What follows belongs to an exercise in optimizing a design on an open flow for small area; a production flow would make more cautious choices. In this exercise RTL edits were held to simulation tests only and were not proved equivalent to the original. No activity file was given, so power comes from the tool's default toggle rates.

==> run a <==
## coinc_top
module coinc_top #(
	parameter int CNT_W       = 16
) (
	input  logic                                     clk_in,
	input  logic                                     rst_in,
	input  logic [19:0]                              pins,      
	input  logic [135:0]                             cfg,       
	output logic                                     trig,
	output logic [coinc_pkg::NUM_GRP-1:0]            tag,
	output logic                                     logic_match,
	output logic [coinc_pkg::NUM_GRP*CNT_W-1:0]      cnt        
);
==> flow/config.mk <==
export PLATFORM = sky130hd
export DESIGN_NAME = coinc_top
export DESIGN_NICKNAME = coinc_top
export VERILOG_FILES = /design/flow/design.v
export SDC_FILE = /design/flow/constraint.sdc
export NUM_CORES = 4
export LEC_CHECK = 0
export CAP_MARGIN = 20
export CORE_MARGIN = 2
export CORE_UTILIZATION = 40
export SLEW_MARGIN = 20
==> flow/constraint.sdc <==
create_clock -name core_clock -period 6.0 [get_ports {clk_in}]
set_input_delay 1.2000 -clock core_clock [delete_from_list [all_inputs] [get_ports {clk_in}]]
set_output_delay 1.2000 -clock core_clock [all_outputs]
set_load 0.01 [all_outputs]
run.sh (not shown) runs the stock make flow with config.mk's settings and CLKGATE_MAP_FILE= SYNTH_SCRIPT=/design/flow/synth_recipe.tcl, a recipe that flattens the netlist after the stock synthesis.
==> run b (differences from run a) <==
--- a/flow/design.v
+++ b/flow/design.v
@@ -50,42 +50,55 @@
 	input  coinc_pkg::coinc_cfg_t              cfg,
 	output coinc_pkg::hit_vec_t                hit_sync,
 	output logic                               busy,
 	output logic [coinc_pkg::NUM_CH-1:0][7:0]  ch_dly
 );
 	coinc_pkg::hit_vec_t   hit_sel;      
 	coinc_pkg::hit_vec_t   hit_s1;       
 	logic [1:0] busy_sel;
-	logic [1:0] busy_s1;
-	logic [1:0] busy_s2;
+	logic       busy_s1;                 
+	logic [7:0] diff_m1;
 	assign hit_sel = ~cfg.hit_mask &
 		((~cfg.hit_ab_sel & ~pins.hit_a_n) | (cfg.hit_ab_sel & ~pins.hit_b_n));
 	assign busy_sel = ~cfg.busy_mask &
 		((~cfg.busy_ab_sel & ~pins.busy_a_n) | (cfg.busy_ab_sel & ~pins.busy_b_n));
 	always_ff @(posedge clk_in) begin
 		if (rst_in) begin
 			hit_s1   <= '0;
 			hit_sync <= '0;
-			busy_s1  <= '0;
-			busy_s2  <= '0;
+			busy_s1  <= 1'b0;
+			busy     <= 1'b0;
 		end else begin
 			hit_s1   <= hit_sel;    
 			hit_sync <= hit_s1;
-			busy_s1  <= busy_sel;
-			busy_s2  <= busy_s1;
+			busy_s1  <= |busy_sel;  
+			busy     <= busy_s1;
 		end
 	end
-	assign busy = |busy_s2;   
-	always_comb begin
-		for (int i = 0; i < coinc_pkg::NUM_CH; i++) begin
-			if (i == coinc_pkg::CH_ACD_TOP || i == coinc_pkg::CH_ACD_SEC || i == coinc_pkg::CH_ACD_SID)
-				ch_dly[i] = cfg.ch_align[i] + cfg.acd_csi_diff - 8'd1;
-			else
-				ch_dly[i] = cfg.ch_align[i] - 8'd1;
+	logic [8:0] bw;       
+	assign bw[0] = 1'b1;
+	for (genvar k = 0; k < 8; k++) begin : g_dm
+		assign diff_m1[k] = cfg.acd_csi_diff[k] ^ bw[k];
+		assign bw[k+1]    = bw[k] & ~cfg.acd_csi_diff[k];
+	end
+	for (genvar i = 0; i < coinc_pkg::NUM_CH; i++) begin : g_dly
+		logic [8:0] c;
+		if (i == coinc_pkg::CH_ACD_TOP || i == coinc_pkg::CH_ACD_SEC || i == coinc_pkg::CH_ACD_SID) begin : g_acd
+			assign c[0] = 1'b0;
+			for (genvar k = 0; k < 8; k++) begin : g_b
+				assign ch_dly[i][k] = cfg.ch_align[i][k] ^ diff_m1[k] ^ c[k];
+				assign c[k+1] = (cfg.ch_align[i][k] & diff_m1[k]) | (cfg.ch_align[i][k] & c[k]) | (diff_m1[k] & c[k]);
+			end
+		end else begin : g_cal
+			assign c[0] = 1'b1;
+			for (genvar k = 0; k < 8; k++) begin : g_b
+				assign ch_dly[i][k] = cfg.ch_align[i][k] ^ c[k];
+				assign c[k+1] = c[k] & ~cfg.ch_align[i][k];
+			end
 		end
 	end
 endmodule
 `timescale 1ns/100ps
 module hit_aligner (
 	input  logic       clk_in,
 	input  logic       rst_in,
 	input  logic       hit,
@@ -121,32 +134,25 @@
 module window_timer (
 	input  logic       clk_in,
 	input  logic       rst_in,
 	input  logic       timer_load,
 	input  logic [7:0] timer_len,
 	output logic       timer_done
 );
 	logic [7:0] cnt;       
-	logic       running;
 	always_ff @(posedge clk_in) begin
-		if (rst_in) begin
-			cnt     <= '0;
-			running <= 1'b0;
-		end else if (timer_load) begin
-			cnt     <= timer_len;   
-			running <= 1'b1;
-		end else if (running) begin
-			if (cnt == 8'd0)
-				running <= 1'b0;
-			else
-				cnt <= cnt - 1'b1;
-		end
+		if (rst_in)
+			cnt <= '0;
+		else if (timer_load)
+			cnt <= timer_len;
+		else if (cnt != 8'd0)
+			cnt <= cnt - 1'b1;
 	end
-	assign timer_done = running && (cnt == 8'd0);
+	assign timer_done = (cnt == 8'd0);
 endmodule
 `timescale 1ns/100ps
 module coinc_sequencer (
 	input  logic                  clk_in,
 	input  logic                  rst_in,
 	input  logic                  hit_start,
 	input  logic                  timer_done,
 	input  coinc_pkg::coinc_cfg_t cfg,
@@ -246,23 +252,21 @@
 			2'b10: grp_live[coinc_pkg::GRP_GM1] = top & csi & cal2;
 			default: grp_live[coinc_pkg::GRP_GM1] = 1'b0;
 		endcase
 		if (cfg.grp_sel[coinc_pkg::GRP_GM2] == 2'b01)
 			grp_live[coinc_pkg::GRP_GM2] = (~top | ~sec) & csi & (cal1 | cal3);
 		if (cfg.grp_sel[coinc_pkg::GRP_UBS] == 2'b01)
 			grp_live[coinc_pkg::GRP_UBS] = cal1 | cal3;
 	end
+	assign grp_res = grp_live;
 	always_ff @(posedge clk_in) begin
 		if (rst_in) begin
-			grp_res     <= '0;
 			logic_match <= 1'b0;
 		end else begin
-			if (eval_en)
-				grp_res <= grp_live;   
 			logic_match <= |(grp_live & cfg.grp_oe);   
 		end
 	end
 endmodule
 `timescale 1ns/100ps
 module trigger_prescaler
 #(
 	parameter int CNT_W = 16
@@ -272,44 +276,73 @@
 	input  logic                                   fire,
 	input  logic                                   busy,
 	input  coinc_pkg::grp_vec_t                    grp_res,
 	input  coinc_pkg::coinc_cfg_t                  cfg,
 	output logic                                   trig,
 	output coinc_pkg::grp_vec_t                    tag,
 	output logic [coinc_pkg::NUM_GRP-1:0][CNT_W-1:0] cnt
 );
-	logic [coinc_pkg::NUM_GRP-1:0][3:0]       div_bits;   
-	logic [coinc_pkg::NUM_GRP-1:0][CNT_W-1:0] low_mask;
-	coinc_pkg::grp_vec_t                      presc_en;
-	assign div_bits[coinc_pkg::GRP_MIP1] = coinc_pkg::MIP_DIV_BITS[4*cfg.mip1_div +: 4];
-	assign div_bits[coinc_pkg::GRP_MIP2] = coinc_pkg::MIP_DIV_BITS[4*cfg.mip2_div +: 4];
-	assign div_bits[coinc_pkg::GRP_GM1]  = 4'd0;
-	assign div_bits[coinc_pkg::GRP_GM2]  = 4'd0;
-	assign div_bits[coinc_pkg::GRP_UBS]  = coinc_pkg::UBS_DIV_BITS[4*cfg.ubs_div +: 4];
-	always_comb begin
-		for (int g = 0; g < coinc_pkg::NUM_GRP; g++) begin
-			low_mask[g] = (CNT_W'(1) << div_bits[g]) - CNT_W'(1);
-			presc_en[g] = (cnt[g] & low_mask[g]) == '0;   
+	coinc_pkg::grp_vec_t presc_en;
+	logic [11:0]         lo_or [coinc_pkg::NUM_GRP];   
+	logic [CNT_W:0]      carry [coinc_pkg::NUM_GRP];
+	for (genvar g = 0; g < coinc_pkg::NUM_GRP; g++) begin : g_grp
+		assign lo_or[g][0] = 1'b0;
+		for (genvar j = 1; j < 12; j++) begin : g_or
+			assign lo_or[g][j] = lo_or[g][j-1] | cnt[g][j-1];
+		end
+		assign carry[g][0] = fire & grp_res[g];
+		for (genvar j = 0; j < CNT_W; j++) begin : g_bit
+			assign carry[g][j+1] = carry[g][j] & cnt[g][j];
+			always_ff @(posedge clk_in)
+				cnt[g][j] <= ~rst_in & (cnt[g][j] ^ carry[g][j]);
 		end
 	end
+	always_comb begin
+		case (cfg.mip1_div)
+			3'd0: presc_en[coinc_pkg::GRP_MIP1] = ~lo_or[coinc_pkg::GRP_MIP1][0];
+			3'd1: presc_en[coinc_pkg::GRP_MIP1] = ~lo_or[coinc_pkg::GRP_MIP1][1];
+			3'd2: presc_en[coinc_pkg::GRP_MIP1] = ~lo_or[coinc_pkg::GRP_MIP1][2];
+			3'd3: presc_en[coinc_pkg::GRP_MIP1] = ~lo_or[coinc_pkg::GRP_MIP1][5];
+			3'd4: presc_en[coinc_pkg::GRP_MIP1] = ~lo_or[coinc_pkg::GRP_MIP1][6];
+			3'd5: presc_en[coinc_pkg::GRP_MIP1] = ~lo_or[coinc_pkg::GRP_MIP1][7];
+			3'd6: presc_en[coinc_pkg::GRP_MIP1] = ~lo_or[coinc_pkg::GRP_MIP1][8];
+			default: presc_en[coinc_pkg::GRP_MIP1] = ~lo_or[coinc_pkg::GRP_MIP1][9];
+		endcase
+		case (cfg.mip2_div)
+			3'd0: presc_en[coinc_pkg::GRP_MIP2] = ~lo_or[coinc_pkg::GRP_MIP2][0];
+			3'd1: presc_en[coinc_pkg::GRP_MIP2] = ~lo_or[coinc_pkg::GRP_MIP2][1];
+			3'd2: presc_en[coinc_pkg::GRP_MIP2] = ~lo_or[coinc_pkg::GRP_MIP2][2];
+			3'd3: presc_en[coinc_pkg::GRP_MIP2] = ~lo_or[coinc_pkg::GRP_MIP2][5];
+			3'd4: presc_en[coinc_pkg::GRP_MIP2] = ~lo_or[coinc_pkg::GRP_MIP2][6];
+			3'd5: presc_en[coinc_pkg::GRP_MIP2] = ~lo_or[coinc_pkg::GRP_MIP2][7];
+			3'd6: presc_en[coinc_pkg::GRP_MIP2] = ~lo_or[coinc_pkg::GRP_MIP2][8];
+			default: presc_en[coinc_pkg::GRP_MIP2] = ~lo_or[coinc_pkg::GRP_MIP2][9];
+		endcase
+		presc_en[coinc_pkg::GRP_GM1] = 1'b1;
+		presc_en[coinc_pkg::GRP_GM2] = 1'b1;
+		case (cfg.ubs_div)
+			3'd0: presc_en[coinc_pkg::GRP_UBS] = ~lo_or[coinc_pkg::GRP_UBS][0];
+			3'd1: presc_en[coinc_pkg::GRP_UBS] = ~lo_or[coinc_pkg::GRP_UBS][5];
+			3'd2: presc_en[coinc_pkg::GRP_UBS] = ~lo_or[coinc_pkg::GRP_UBS][6];
+			3'd3: presc_en[coinc_pkg::GRP_UBS] = ~lo_or[coinc_pkg::GRP_UBS][7];
+			3'd4: presc_en[coinc_pkg::GRP_UBS] = ~lo_or[coinc_pkg::GRP_UBS][8];
+			3'd5: presc_en[coinc_pkg::GRP_UBS] = ~lo_or[coinc_pkg::GRP_UBS][9];
+			3'd6: presc_en[coinc_pkg::GRP_UBS] = ~lo_or[coinc_pkg::GRP_UBS][10];
+			default: presc_en[coinc_pkg::GRP_UBS] = ~lo_or[coinc_pkg::GRP_UBS][11];
+		endcase
+	end
 	always_ff @(posedge clk_in) begin
 		if (rst_in) begin
 			trig <= 1'b0;
 			tag  <= '0;
-			cnt  <= '0;
 		end else begin
 			trig <= fire && !busy && |(presc_en & grp_res & cfg.grp_oe);
-			if (fire) begin
+			if (fire)
 				tag <= presc_en & grp_res;   
-				for (int g = 0; g < coinc_pkg::NUM_GRP; g++) begin
-					if (grp_res[g])
-						cnt[g] <= cnt[g] + 1'b1;   
-				end
-			end
 		end
 	end
 endmodule
 `timescale 1ns/100ps
 module coinc_top #(
 	parameter int CNT_W       = 16
 ) (
 	input  logic                                     clk_in,
@@ -341,22 +374,27 @@
 	hit_frontend u_front (.clk_in, .rst_in, .pins(pins_s), .cfg(cfg_s), .hit_sync, .busy, .ch_dly);
 	always_ff @(posedge clk_in) begin
 		if (rst_in)
 			age <= '0;
 		else if (age != 8'hff)
 			age <= age + 8'd1;
 	end
 	for (genvar i = 0; i < coinc_pkg::NUM_CH; i++) begin : g_aln
+		logic [8:0] ge;
+		assign ge[0] = 1'b1;
+		for (genvar k = 0; k < 8; k++) begin : g_ge
+			assign ge[k+1] = (age[k] & ~ch_dly[i][k]) | (age[k] & ge[k]) | (~ch_dly[i][k] & ge[k]);
+		end
 		hit_aligner u_aln (
 			.clk_in,
 			.rst_in,
 			.hit     (hit_sync[i]),
 			.dly     (ch_dly[i]),
-			.ok      (age >= ch_dly[i]),
+			.ok      (ge[8]),
 			.hit_aln (hit_aln[i])
 		);
 	end
 	window_timer u_timer (.clk_in, .rst_in, .timer_load, .timer_len, .timer_done);
 	coinc_sequencer u_seq (
 		.clk_in, .rst_in,
 		.hit_start (|hit_aln),   
 		.timer_done, .cfg(cfg_s),
==> flow/flow/run.sh (new file) <==
#!/bin/bash
# Standard ORFS layout (the standard.sh, standard synthesis unchanged) with
# two changes: the port buffers are the smallest buffer cell, and the clock
# tree uses larger sink clusters and no dummy loads.
set -euo pipefail
CTS="-sink_clustering_enable -repair_clock_nets -dont_use_dummy_load"
CTS="$CTS -sink_clustering_size 40 -sink_clustering_max_diameter 50"
bash standard.sh \
	"BUFFER_PORTS_ARGS=-buffer_cell sky130_fd_sc_hd__buf_1" \
	"CTS_ARGS=$CTS" \
	finish > flow_make.log 2>&1
==> flow/standard.sh (new file) <==
#!/bin/bash
# synth_recipe.tcl (not shown) runs the flow's synth.tcl, then flattens the netlist and writes it again
# the make line also repeats each setting of config.mk as NAME=value (left out here)
make -C /OpenROAD-flow-scripts/flow DESIGN_CONFIG=/design/flow/config.mk WORK_HOME=/design/flow/orfs CLKGATE_MAP_FILE= SYNTH_SCRIPT=/design/flow/synth_recipe.tcl "${@:-finish}"
==> flow/config.mk (replaced) <==
export PLATFORM = sky130hd
export DESIGN_NAME = coinc_top
export DESIGN_NICKNAME = coinc_top
export VERILOG_FILES = /design/flow/design.v
export SDC_FILE = /design/flow/constraint.sdc
export NUM_CORES = 4
export LEC_CHECK = 0
export CAP_MARGIN = 20
export CORE_MARGIN = 2
export CORE_UTILIZATION = 60
export SLEW_MARGIN = 20
removed: flow/run.sh
==> comparison <==
- Run b produced a clean layout. Run a went through all stages and came out clean.
- In sequential power, run a and run b hardly differ.
- Against run b, the critical path depth of run a is lower by 4.
- Between run b and run a, the lower sequential share of layout area is in run a (gap 9.3 points).
- Against run b, the clock skew of run a is lower by 0.047 ns.
- Cell count: run b is smaller than run a (21%).
- Of run b and run a, run b has the higher utilization (gap 18 points).
- In run b the design area is smaller than in run a, by 12%.
- Against run b, the die area of run a is higher by about 55%.

## port drivers added, routing unchanged
In the flow no input, the clock included, has a driving cell. The finished layouts below were timed again as built, in two steps. Step 1 (the two cells are an assumption about what drives the block):
set clk [get_ports {clk_in}]
set_driving_cell -lib_cell sky130_fd_sc_hd__clkbuf_16 $clk
set_driving_cell -lib_cell sky130_fd_sc_hd__buf_2 [delete_from_list [all_inputs] $clk]
Step 2 times the ports against the registers' clock, not the clock port: input delays grow and output delays shrink by t, the midpoint of the rising clock arrivals with the driver on. Slacks: no drivers / after step 1 / after step 2; pairs: no drivers / after step 1.
run | shift t [ns] | slack for setup (ns) | worst setup path at the end | worst data-port slew with drivers (ns)
run a | 0.844 | 1.856 / 1.899 / 1.055 | input to register | 0.24
run b | 0.740 | 0.883 / 0.914 / 0.173 | input to register | 0.19
After both steps every run listed still meets setup and hold. The setup slack of run a, which loses most, moves by +0.043 ns with the drivers and by -0.801 ns with both steps.
